This is an optimization exercise on Yosys and OpenROAD, whose aim is small area and a short achievable clock period, not a production implementation. Where RTL was checked, it was by simulation tests only, not by an equivalence proof against the original. Power is estimated from default activity; no workload was simulated.

## rgba8_tile_swizzle_downscale_unit
module rgba8_tile_swizzle_downscale_unit (
  input  logic       clk,
  input  logic       rst_n,
  input  logic        in_valid,
  output logic        in_ready,
  input  logic [7:0]  in_red,
  input  logic [7:0]  in_green,
  input  logic [7:0]  in_blue,
  input  logic [7:0]  in_alpha,
  output logic        out_valid,
  input  logic        out_ready,
  output logic [25:0] out_byte_offset,
  output logic [7:0]  out_alpha,
  output logic [7:0]  out_red,
  output logic [7:0]  out_green,
  output logic [7:0]  out_blue,
  output logic        out_frame_done,
  input  logic        cfg_valid,
  output logic        cfg_ready,
  input  logic [2:0]  cfg_index,
  input  logic [31:0] cfg_data
);
For scale: ~290 flip-flops, about 130 I/O pins, about 14000 sq um of cells after synthesis.
==> module swz_cfg_regs, before the edit <==
module swz_cfg_regs (
  input  logic          clk,
  input  logic          rst_n,
  input  logic                              cfg_wr_valid,
  output logic                              cfg_wr_ready,
  input  logic [swz_pkg::CFG_IDX_W-1:0]      cfg_wr_index,
  input  logic [swz_pkg::CFG_DATA_W-1:0]     cfg_wr_data,
  output swz_pkg::cfg_t cfg
);
  swz_pkg::cfg_t cfg_r;
  logic [12:0] wr_dim;
  logic [11:0] src_m1;
  logic [10:0] out_4m1;
  assign wr_dim = cfg_wr_data[12:0];
  assign src_m1 = wr_dim[12] ? 12'hFFF :
                  (wr_dim[11:0] == 12'd0) ? 12'd0 : wr_dim[11:0] - 12'd1;
  assign out_4m1 = wr_dim[12] ? 11'd1023 : {1'b0, wr_dim[11:2]} - 11'd1;
  assign cfg_wr_ready = 1'b1;
  assign cfg          = cfg_r;
  always_ff @(posedge clk) begin
    if (!rst_n) begin
      cfg_r.src_w_m1  <= '0;
      cfg_r.src_h_m1  <= '0;
      cfg_r.out_w4m1  <= '1;
      cfg_r.out_h4m1  <= '1;
      cfg_r.step_x    <= swz_pkg::STEP_W'(1 << swz_pkg::FRAC_BITS);
      cfg_r.step_y    <= swz_pkg::STEP_W'(1 << swz_pkg::FRAC_BITS);
      cfg_r.has_alpha <= 1'b0;
    end else if (cfg_wr_valid) begin
      case (cfg_wr_index)
        swz_pkg::REG_SOURCE_WIDTH:  cfg_r.src_w_m1  <= src_m1;
        swz_pkg::REG_SOURCE_HEIGHT: cfg_r.src_h_m1  <= src_m1;
        swz_pkg::REG_OUT_WIDTH:     cfg_r.out_w4m1  <= out_4m1;
        swz_pkg::REG_OUT_HEIGHT:    cfg_r.out_h4m1  <= out_4m1;
        swz_pkg::REG_STEP_X:        cfg_r.step_x    <= cfg_wr_data[swz_pkg::STEP_W-1:0];
        swz_pkg::REG_STEP_Y:        cfg_r.step_y    <= cfg_wr_data[swz_pkg::STEP_W-1:0];
        swz_pkg::REG_HAS_ALPHA:     cfg_r.has_alpha <= cfg_wr_data[0];
        default: ;
      endcase
    end
  end
endmodule
Settings: LEC_CHECK=0, ABC_CLOCK_PERIOD_IN_PS=2500, CAP_MARGIN=20, CORE_MARGIN=2, CORE_UTILIZATION=55, CTS_BUF_LIST=sky130_fd_sc_hd__clkbuf_8, CTS_CLUSTER_DIAMETER=50, CTS_CLUSTER_SIZE=12, SETUP_SLACK_MARGIN=2.8, SLEW_MARGIN=20; clock period 5.6 ns.
standard.sh (not shown) runs the stock make flow with config.mk's settings and CLKGATE_MAP_FILE= SYNTH_SCRIPT=/design/flow/synth_recipe.tcl, a recipe that flattens the netlist after the stock synthesis.
==> flow/flow/run.sh <==
#!/bin/bash
# Standard ORFS layout (the standard.sh, unchanged synthesis), with the
# port buffers inserted as the smallest plain buffer instead of the default
# delay buffer; timing repair still resizes them where a path needs it.
set -euo pipefail
export BUFFER_PORTS_ARGS="-buffer_cell sky130_fd_sc_hd__buf_1"
bash standard.sh > standard_flow.log 2>&1
Rerun with:
--- a/flow/design.v
+++ b/flow/design.v
@@ -46,29 +46,30 @@
                   (wr_dim[11:0] == 12'd0) ? 12'd0 : wr_dim[11:0] - 12'd1;
   assign out_4m1 = wr_dim[12] ? 11'd1023 : {1'b0, wr_dim[11:2]} - 11'd1;
   assign cfg_wr_ready = 1'b1;
   assign cfg          = cfg_r;
-  always_ff @(posedge clk) begin
-    if (!rst_n) begin
-      cfg_r.src_w_m1  <= '0;
-      cfg_r.src_h_m1  <= '0;
-      cfg_r.out_w4m1  <= '1;
-      cfg_r.out_h4m1  <= '1;
-      cfg_r.step_x    <= swz_pkg::STEP_W'(1 << swz_pkg::FRAC_BITS);
-      cfg_r.step_y    <= swz_pkg::STEP_W'(1 << swz_pkg::FRAC_BITS);
-      cfg_r.has_alpha <= 1'b0;
-    end else if (cfg_wr_valid) begin
-      case (cfg_wr_index)
-        swz_pkg::REG_SOURCE_WIDTH:  cfg_r.src_w_m1  <= src_m1;
-        swz_pkg::REG_SOURCE_HEIGHT: cfg_r.src_h_m1  <= src_m1;
-        swz_pkg::REG_OUT_WIDTH:     cfg_r.out_w4m1  <= out_4m1;
-        swz_pkg::REG_OUT_HEIGHT:    cfg_r.out_h4m1  <= out_4m1;
-        swz_pkg::REG_STEP_X:        cfg_r.step_x    <= cfg_wr_data[swz_pkg::STEP_W-1:0];
-        swz_pkg::REG_STEP_Y:        cfg_r.step_y    <= cfg_wr_data[swz_pkg::STEP_W-1:0];
-        swz_pkg::REG_HAS_ALPHA:     cfg_r.has_alpha <= cfg_wr_data[0];
-        default: ;
-      endcase
-    end
+  logic [6:0]  wr_en;
+  logic [11:0] d_src_m1;
+  logic [10:0] d_out_4m1;
+  logic [28:0] d_step;
+  logic        d_alpha;
+  always_comb begin
+    for (int i = 0; i < 7; i++)
+      wr_en[i] = !rst_n || (cfg_wr_valid && (cfg_wr_index == 3'(i)));
+  end
+  assign d_src_m1  = rst_n ? src_m1  : '0;
+  assign d_out_4m1 = rst_n ? out_4m1 : '1;
+  assign d_step    = rst_n ? cfg_wr_data[swz_pkg::STEP_W-1:0] :
+                             swz_pkg::STEP_W'(1 << swz_pkg::FRAC_BITS);
+  assign d_alpha   = rst_n && cfg_wr_data[0];
+  always_ff @(posedge clk) begin
+    if (wr_en[swz_pkg::REG_SOURCE_WIDTH])  cfg_r.src_w_m1  <= d_src_m1;
+    if (wr_en[swz_pkg::REG_SOURCE_HEIGHT]) cfg_r.src_h_m1  <= d_src_m1;
+    if (wr_en[swz_pkg::REG_OUT_WIDTH])     cfg_r.out_w4m1  <= d_out_4m1;
+    if (wr_en[swz_pkg::REG_OUT_HEIGHT])    cfg_r.out_h4m1  <= d_out_4m1;
+    if (wr_en[swz_pkg::REG_STEP_X])        cfg_r.step_x    <= d_step;
+    if (wr_en[swz_pkg::REG_STEP_Y])        cfg_r.step_y    <= d_step;
+    if (wr_en[swz_pkg::REG_HAS_ALPHA])     cfg_r.has_alpha <= d_alpha;
   end
 endmodule
 `timescale 1ns / 1ps
 module rgba8_tile_swizzle_downscale_unit (
What happened:
- global-route usage shrinks by 3.2 points
- setup slack got worse by 0.14 ns
- cell count shrinks by about 10%
- first-iteration DRC count grows by 16%
- non-clock buffer count shrinks by 10
- critical path depth does not change
- core utilization shrinks by 0.47 points
- worst hold slack improved by 0.0066 ns
- sequential cell count stays the same
For the second run of this note, only the layout was checked, not whether the RTL still works.


## job 1079
The RTL this note starts from:
==> flow/design.v <==
`timescale 1ns / 1ps
package swz_pkg;
  localparam int FRAC_BITS  = 16;
  localparam int IDX_W      = 12;
  localparam int STEP_W     = 29;
  localparam int SINT_W     = STEP_W - FRAC_BITS;   
  localparam int T4_W       = 11;                   
  localparam int RB_W       = 20;                   
  localparam int OFF_W      = 26;
  localparam int CFG_IDX_W  = 3;
  localparam int CFG_DATA_W = 32;
  localparam logic [CFG_IDX_W-1:0] REG_SOURCE_WIDTH  = 3'd0;
  localparam logic [CFG_IDX_W-1:0] REG_SOURCE_HEIGHT = 3'd1;
  localparam logic [CFG_IDX_W-1:0] REG_OUT_WIDTH     = 3'd2;
  localparam logic [CFG_IDX_W-1:0] REG_OUT_HEIGHT    = 3'd3;
  localparam logic [CFG_IDX_W-1:0] REG_STEP_X        = 3'd4;
  localparam logic [CFG_IDX_W-1:0] REG_STEP_Y        = 3'd5;
  localparam logic [CFG_IDX_W-1:0] REG_HAS_ALPHA     = 3'd6;
  localparam logic [7:0] ALPHA_OPAQUE = 8'd255;
  typedef struct packed {
    logic [IDX_W-1:0]  src_w_m1;
    logic [IDX_W-1:0]  src_h_m1;
    logic [T4_W-1:0]   out_w4m1;
    logic [T4_W-1:0]   out_h4m1;
    logic [STEP_W-1:0] step_x;
    logic [STEP_W-1:0] step_y;
    logic              has_alpha;
  } cfg_t;
endpackage
`timescale 1ns / 1ps
module swz_cfg_regs (
  input  logic          clk,
  input  logic          rst_n,
  input  logic                              cfg_wr_valid,
  output logic                              cfg_wr_ready,
  input  logic [swz_pkg::CFG_IDX_W-1:0]      cfg_wr_index,
  input  logic [swz_pkg::CFG_DATA_W-1:0]     cfg_wr_data,
  output swz_pkg::cfg_t cfg
);
  swz_pkg::cfg_t cfg_r;
  logic [12:0] wr_dim;
  logic [11:0] src_m1;
  logic [10:0] out_4m1;
  assign wr_dim = cfg_wr_data[12:0];
  assign src_m1 = wr_dim[12] ? 12'hFFF :
                  (wr_dim[11:0] == 12'd0) ? 12'd0 : wr_dim[11:0] - 12'd1;
  assign out_4m1 = wr_dim[12] ? 11'd1023 : {1'b0, wr_dim[11:2]} - 11'd1;
  assign cfg_wr_ready = 1'b1;
  assign cfg          = cfg_r;
  always_ff @(posedge clk) begin
    if (!rst_n) begin
      cfg_r.src_w_m1  <= '0;
      cfg_r.src_h_m1  <= '0;
      cfg_r.out_w4m1  <= '1;
      cfg_r.out_h4m1  <= '1;
      cfg_r.step_x    <= swz_pkg::STEP_W'(1 << swz_pkg::FRAC_BITS);
      cfg_r.step_y    <= swz_pkg::STEP_W'(1 << swz_pkg::FRAC_BITS);
      cfg_r.has_alpha <= 1'b0;
    end else if (cfg_wr_valid) begin
      case (cfg_wr_index)
        swz_pkg::REG_SOURCE_WIDTH:  cfg_r.src_w_m1  <= src_m1;
        swz_pkg::REG_SOURCE_HEIGHT: cfg_r.src_h_m1  <= src_m1;
        swz_pkg::REG_OUT_WIDTH:     cfg_r.out_w4m1  <= out_4m1;
        swz_pkg::REG_OUT_HEIGHT:    cfg_r.out_h4m1  <= out_4m1;
        swz_pkg::REG_STEP_X:        cfg_r.step_x    <= cfg_wr_data[swz_pkg::STEP_W-1:0];
        swz_pkg::REG_STEP_Y:        cfg_r.step_y    <= cfg_wr_data[swz_pkg::STEP_W-1:0];
        swz_pkg::REG_HAS_ALPHA:     cfg_r.has_alpha <= cfg_wr_data[0];
        default: ;
      endcase
    end
  end
endmodule
`timescale 1ns / 1ps
module rgba8_tile_swizzle_downscale_unit (
  input  logic       clk,
  input  logic       rst_n,
  input  logic        in_valid,
  output logic        in_ready,
  input  logic [7:0]  in_red,
  input  logic [7:0]  in_green,
  input  logic [7:0]  in_blue,
  input  logic [7:0]  in_alpha,
  output logic        out_valid,
  input  logic        out_ready,
  output logic [25:0] out_byte_offset,
  output logic [7:0]  out_alpha,
  output logic [7:0]  out_red,
  output logic [7:0]  out_green,
  output logic [7:0]  out_blue,
  output logic        out_frame_done,
  input  logic        cfg_valid,
  output logic        cfg_ready,
  input  logic [2:0]  cfg_index,
  input  logic [31:0] cfg_data
);
  localparam int FB = swz_pkg::FRAC_BITS;
  localparam int IW = swz_pkg::IDX_W;
  localparam int DW = swz_pkg::IDX_W;
  localparam int SW = swz_pkg::SINT_W;
  localparam int RW = swz_pkg::RB_W;
  swz_pkg::cfg_t cfg;
  logic [IW-1:0] src_col_r, src_row_r;      
  logic [IW-1:0] dst_col_r, dst_row_r;      
  logic          col_full_r, row_full_r;    
  logic [FB-1:0] col_frac_r, row_frac_r;    
  logic [DW-1:0] col_dist_r, row_dist_r;    
  logic          col_cy_r, row_cy_r;        
  logic [RW-1:0] row_base_r;                
  logic                      out_valid_r;
  logic [swz_pkg::OFF_W-1:0] out_offset_r;
  logic [7:0]                out_alpha_r, out_red_r, out_green_r, out_blue_r;
  logic                      out_done_r;
  logic in_fire;
  logic row_sel, col_sel, emit;
  logic row_end, frame_end;
  logic col_last, row_last;
  logic [FB:0]   col_frac_sum, row_frac_sum;
  logic [RW-1:0] blk;
  swz_cfg_regs u_cfg (
    .clk    (clk),
    .rst_n  (rst_n),
    .cfg_wr_valid (cfg_valid),
    .cfg_wr_ready (cfg_ready),
    .cfg_wr_index (cfg_index),
    .cfg_wr_data  (cfg_data),
    .cfg    (cfg)
  );
  assign in_ready = !out_valid_r || out_ready;
  assign in_fire  = in_valid && in_ready;
  assign col_sel   = !col_full_r && !cfg.out_w4m1[10] && (col_dist_r == DW'(!col_cy_r));
  assign row_sel   = !row_full_r && !cfg.out_h4m1[10] && (row_dist_r == DW'(!row_cy_r));
  assign emit      = row_sel && col_sel;
  assign row_end   = src_col_r == cfg.src_w_m1;
  assign frame_end = row_end && (src_row_r == cfg.src_h_m1);
  assign col_last  = (dst_col_r[1:0] == 2'b11) && (dst_col_r[IW-1:2] == cfg.out_w4m1[9:0]);
  assign row_last  = (dst_row_r[1:0] == 2'b11) && (dst_row_r[IW-1:2] == cfg.out_h4m1[9:0]);
  assign col_frac_sum = {1'b0, col_frac_r} + {1'b0, cfg.step_x[FB-1:0]};
  assign row_frac_sum = {1'b0, row_frac_r} + {1'b0, cfg.step_y[FB-1:0]};
  assign blk = row_base_r + RW'(dst_col_r[IW-1:2]);
  always_ff @(posedge clk) begin
    if (!rst_n) begin
      src_col_r  <= '0;
      src_row_r  <= '0;
      dst_col_r  <= '0;
      dst_row_r  <= '0;
      col_full_r <= 1'b0;
      row_full_r <= 1'b0;
      col_frac_r <= '0;
      row_frac_r <= '0;
      col_dist_r <= '0;
      row_dist_r <= '0;
      col_cy_r   <= 1'b1;
      row_cy_r   <= 1'b1;
      row_base_r <= '0;
    end else if (in_fire) begin
      if (row_end) begin
        src_col_r  <= '0;
        dst_col_r  <= '0;
        col_full_r <= 1'b0;
        col_frac_r <= '0;
        col_dist_r <= '0;
        col_cy_r   <= 1'b1;
        if (frame_end) begin
          src_row_r  <= '0;
          dst_row_r  <= '0;
          row_full_r <= 1'b0;
          row_frac_r <= '0;
          row_dist_r <= '0;
          row_cy_r   <= 1'b1;
          row_base_r <= '0;
        end else begin
          src_row_r <= src_row_r + 1'b1;
          if (row_sel) begin
            dst_row_r  <= dst_row_r + 1'b1;
            row_full_r <= row_last;
            row_frac_r <= row_frac_sum[FB-1:0];
            row_dist_r <= cfg.step_y[FB+SW-1] ? '0 : cfg.step_y[FB+DW-1:FB];
            row_cy_r   <= !cfg.step_y[FB+SW-1] && row_frac_sum[FB];
            if (dst_row_r[1:0] == 2'b11)
              row_base_r <= row_base_r + RW'(cfg.out_w4m1[9:0]) + 1'b1;
          end else begin
            row_dist_r <= row_dist_r - 1'b1;
          end
        end
      end else begin
        src_col_r <= src_col_r + 1'b1;
        if (col_sel) begin
          dst_col_r  <= dst_col_r + 1'b1;
          col_full_r <= col_last;
          col_frac_r <= col_frac_sum[FB-1:0];
          col_dist_r <= cfg.step_x[FB+SW-1] ? '0 : cfg.step_x[FB+DW-1:FB];
          col_cy_r   <= !cfg.step_x[FB+SW-1] && col_frac_sum[FB];
        end else begin
          col_dist_r <= col_dist_r - 1'b1;
        end
      end
    end
  end
  always_ff @(posedge clk) begin
    if (!rst_n) begin
      out_valid_r <= 1'b0;
    end else if (in_ready) begin
      out_valid_r <= in_valid && emit;
    end
  end
  always_ff @(posedge clk) begin
    if (in_fire) begin
      out_offset_r <= {blk, 1'b0, dst_row_r[1:0], dst_col_r[1:0], 1'b0};
      out_alpha_r  <= cfg.has_alpha ? in_alpha : swz_pkg::ALPHA_OPAQUE;
      out_red_r    <= in_red;
      out_green_r  <= in_green;
      out_blue_r   <= in_blue;
      out_done_r   <= col_last && row_last;
    end
  end
  assign out_valid       = out_valid_r;
  assign out_byte_offset = out_offset_r;
  assign out_alpha       = out_alpha_r;
  assign out_red         = out_red_r;
  assign out_green       = out_green_r;
  assign out_blue        = out_blue_r;
  assign out_frame_done  = out_done_r;
endmodule
==> flow/config.mk <==
export PLATFORM = sky130hd
export DESIGN_NAME = rgba8_tile_swizzle_downscale_unit
export DESIGN_NICKNAME = rgba8_tile_swizzle_downscale_unit
export VERILOG_FILES = /design/flow/design.v
export SDC_FILE = /design/flow/constraint.sdc
export NUM_CORES = 4
export LEC_CHECK = 0
export ABC_CLOCK_PERIOD_IN_PS = 2500
export CAP_MARGIN = 20
export CORE_MARGIN = 2
export CORE_UTILIZATION = 55
export CTS_BUF_LIST = sky130_fd_sc_hd__clkbuf_8
export CTS_CLUSTER_DIAMETER = 50
export CTS_CLUSTER_SIZE = 12
export SETUP_SLACK_MARGIN = 2.8
export SLEW_MARGIN = 20
==> flow/constraint.sdc <==
create_clock -name core_clock -period 5.6 [get_ports {clk}]
set_input_delay 1.1200 -clock core_clock [delete_from_list [all_inputs] [get_ports {clk}]]
set_output_delay 1.1200 -clock core_clock [all_outputs]
set_load 0.01 [all_outputs]
Scripts as last shown in full above: flow/flow/run.sh
> inputs changed (job 1079 -> job 6957)
-- flow/design.v --
<<< job 1079, line 106
  logic [DW-1:0] col_dist_r, row_dist_r;    
  logic          col_cy_r, row_cy_r;        
  logic [RW-1:0] row_base_r;                
  logic                      out_valid_r;
>>> job 6957, line 106
  logic [DW-1:0] col_dist_r, row_dist_r;    
  logic          col_cy_r, row_cy_r;        
  logic          col_ok_r, row_ok_r;        
  logic          sx_is0, sx_is1, sy_is0, sy_is1;
  logic [RW-1:0] row_base_r;                
  logic                      out_valid_r;
<<< job 1079, line 128
  assign in_ready = !out_valid_r || out_ready;
  assign in_fire  = in_valid && in_ready;
  assign col_sel   = !col_full_r && !cfg.out_w4m1[10] && (col_dist_r == DW'(!col_cy_r));
  assign row_sel   = !row_full_r && !cfg.out_h4m1[10] && (row_dist_r == DW'(!row_cy_r));
  assign emit      = row_sel && col_sel;
  assign row_end   = src_col_r == cfg.src_w_m1;
>>> job 6957, line 130
  assign in_ready = !out_valid_r || out_ready;
  assign in_fire  = in_valid && in_ready;
  assign col_sel   = !col_full_r && !cfg.out_w4m1[10] && col_ok_r;
  assign row_sel   = !row_full_r && !cfg.out_h4m1[10] && row_ok_r;
  assign sx_is0    = cfg.step_x[FB+SW-1:FB] == SW'(0);
  assign sx_is1    = cfg.step_x[FB+SW-1:FB] == SW'(1);
  assign sy_is0    = cfg.step_y[FB+SW-1:FB] == SW'(0);
  assign sy_is1    = cfg.step_y[FB+SW-1:FB] == SW'(1);
  assign emit      = row_sel && col_sel;
  assign row_end   = src_col_r == cfg.src_w_m1;
<<< job 1079, line 152
      col_cy_r   <= 1'b1;
      row_cy_r   <= 1'b1;
      row_base_r <= '0;
    end else if (in_fire) begin
>>> job 6957, line 158
      col_cy_r   <= 1'b1;
      row_cy_r   <= 1'b1;
      col_ok_r   <= 1'b1;
      row_ok_r   <= 1'b1;
      row_base_r <= '0;
    end else if (in_fire) begin
<<< job 1079, line 161
        col_dist_r <= '0;
        col_cy_r   <= 1'b1;
        if (frame_end) begin
          src_row_r  <= '0;
>>> job 6957, line 169
        col_dist_r <= '0;
        col_cy_r   <= 1'b1;
        col_ok_r   <= 1'b1;
        if (frame_end) begin
          src_row_r  <= '0;
<<< job 1079, line 168
          row_dist_r <= '0;
          row_cy_r   <= 1'b1;
          row_base_r <= '0;
        end else begin
>>> job 6957, line 177
          row_dist_r <= '0;
          row_cy_r   <= 1'b1;
          row_ok_r   <= 1'b1;
          row_base_r <= '0;
        end else begin
<<< job 1079, line 177
            row_dist_r <= cfg.step_y[FB+SW-1] ? '0 : cfg.step_y[FB+DW-1:FB];
            row_cy_r   <= !cfg.step_y[FB+SW-1] && row_frac_sum[FB];
            if (dst_row_r[1:0] == 2'b11)
              row_base_r <= row_base_r + RW'(cfg.out_w4m1[9:0]) + 1'b1;
          end else begin
            row_dist_r <= row_dist_r - 1'b1;
          end
        end
>>> job 6957, line 187
            row_dist_r <= cfg.step_y[FB+SW-1] ? '0 : cfg.step_y[FB+DW-1:FB];
            row_cy_r   <= !cfg.step_y[FB+SW-1] && row_frac_sum[FB];
            row_ok_r   <= row_frac_sum[FB] ? sy_is0 : sy_is1;
            if (dst_row_r[1:0] == 2'b11)
              row_base_r <= row_base_r + RW'(cfg.out_w4m1[9:0]) + 1'b1;
          end else begin
            row_dist_r <= row_dist_r - 1'b1;
            row_ok_r   <= row_dist_r == (row_cy_r ? DW'(1) : DW'(2));
          end
        end
<<< job 1079, line 191
          col_dist_r <= cfg.step_x[FB+SW-1] ? '0 : cfg.step_x[FB+DW-1:FB];
          col_cy_r   <= !cfg.step_x[FB+SW-1] && col_frac_sum[FB];
        end else begin
          col_dist_r <= col_dist_r - 1'b1;
        end
      end
>>> job 6957, line 203
          col_dist_r <= cfg.step_x[FB+SW-1] ? '0 : cfg.step_x[FB+DW-1:FB];
          col_cy_r   <= !cfg.step_x[FB+SW-1] && col_frac_sum[FB];
          col_ok_r   <= col_frac_sum[FB] ? sx_is0 : sx_is1;
        end else begin
          col_dist_r <= col_dist_r - 1'b1;
          col_ok_r   <= col_dist_r == (col_cy_r ? DW'(1) : DW'(2));
        end
      end
<<< job 1079, line 205
  end
  always_ff @(posedge clk) begin
    if (in_fire) begin
      out_offset_r <= {blk, 1'b0, dst_row_r[1:0], dst_col_r[1:0], 1'b0};
      out_alpha_r  <= cfg.has_alpha ? in_alpha : swz_pkg::ALPHA_OPAQUE;
>>> job 6957, line 219
  end
  always_ff @(posedge clk) begin
    if (in_ready) begin
      out_offset_r <= {blk, 1'b0, dst_row_r[1:0], dst_col_r[1:0], 1'b0};
      out_alpha_r  <= cfg.has_alpha ? in_alpha : swz_pkg::ALPHA_OPAQUE;
### Flow results
- In job 6957, leakage component of the power is higher than in job 1079.
- Diff job 1079 -> job 6957: clock skew after layout has decreased, switching power as a share of total power went down, via density per instance higher, arrival time of the worst setup path rose by 0.11 ns.
- Compared to job 1079, the routing of job 6957 uses more wire.
- Summary: detailed router's first-iteration violation count, job 6957 worse than job 1079
- Diff job 6957..job 1079 | final hold slack | negligible
- When the final numbers for job 6957 and job 1079 were put side by side, the total routed wire length on the met1 layer turned out to be smaller in job 1079.
- For the power, job 6957 came in about 1.4% lower than job 1079 did.
- Job 6957: final standard cell utilization of the core is 0.18 points lower than what job 1079 reported.
- Job 6957 against job 1079: floorplan row count went up by 1.7%; combinational power fell about 15%.
- NOTE standard cell area after detailed placement job 1079->job 6957 increased by a few percent
No run of this note included a check of the RTL's function; only the layout flow was run.

==> port drivers added, routing unchanged <==
In the flow no input, the clock included, has a driving cell. The finished layouts below were timed again as built, in two steps.
Step 1 (the two cells are an assumption about what drives the block):
set clk [get_ports {clk}]
set_driving_cell -lib_cell sky130_fd_sc_hd__clkbuf_16 $clk
set_driving_cell -lib_cell sky130_fd_sc_hd__buf_2 [delete_from_list [all_inputs] $clk]
Step 2 adds t to the input delays and takes it off the output delays; t is the mean of the earliest and latest rising clock arrival at the registers after step 1. Input paths then give back, and output paths get back, about the clock's delay inside the block.
a / b / c = ideal ports / drivers / drivers and shift; a / b = the first two.
| run | shift t [ns] | slack for setup (ns) | worst register clock-pin slew, ns |
|---|---|---|---|
| the first run of note 1 | 0.579 | 2.849 / 2.828 / 2.325 | 0.08 / 0.08 |
| the second run of note 1 | 0.589 | 2.712 / 2.689 / 2.399 | 0.08 / 0.08 |
| job 1079 | 0.581 | 2.904 / 2.883 / 2.384 | 0.08 / 0.08 |
| job 6957 | 0.597 | 2.787 / 2.761 / 2.260 | 0.08 / 0.08 |
After both steps setup and hold are still met in every run listed. For job 6957, which loses most, drivers alone change the setup slack by -0.026 ns; drivers and shift together by -0.527 ns.
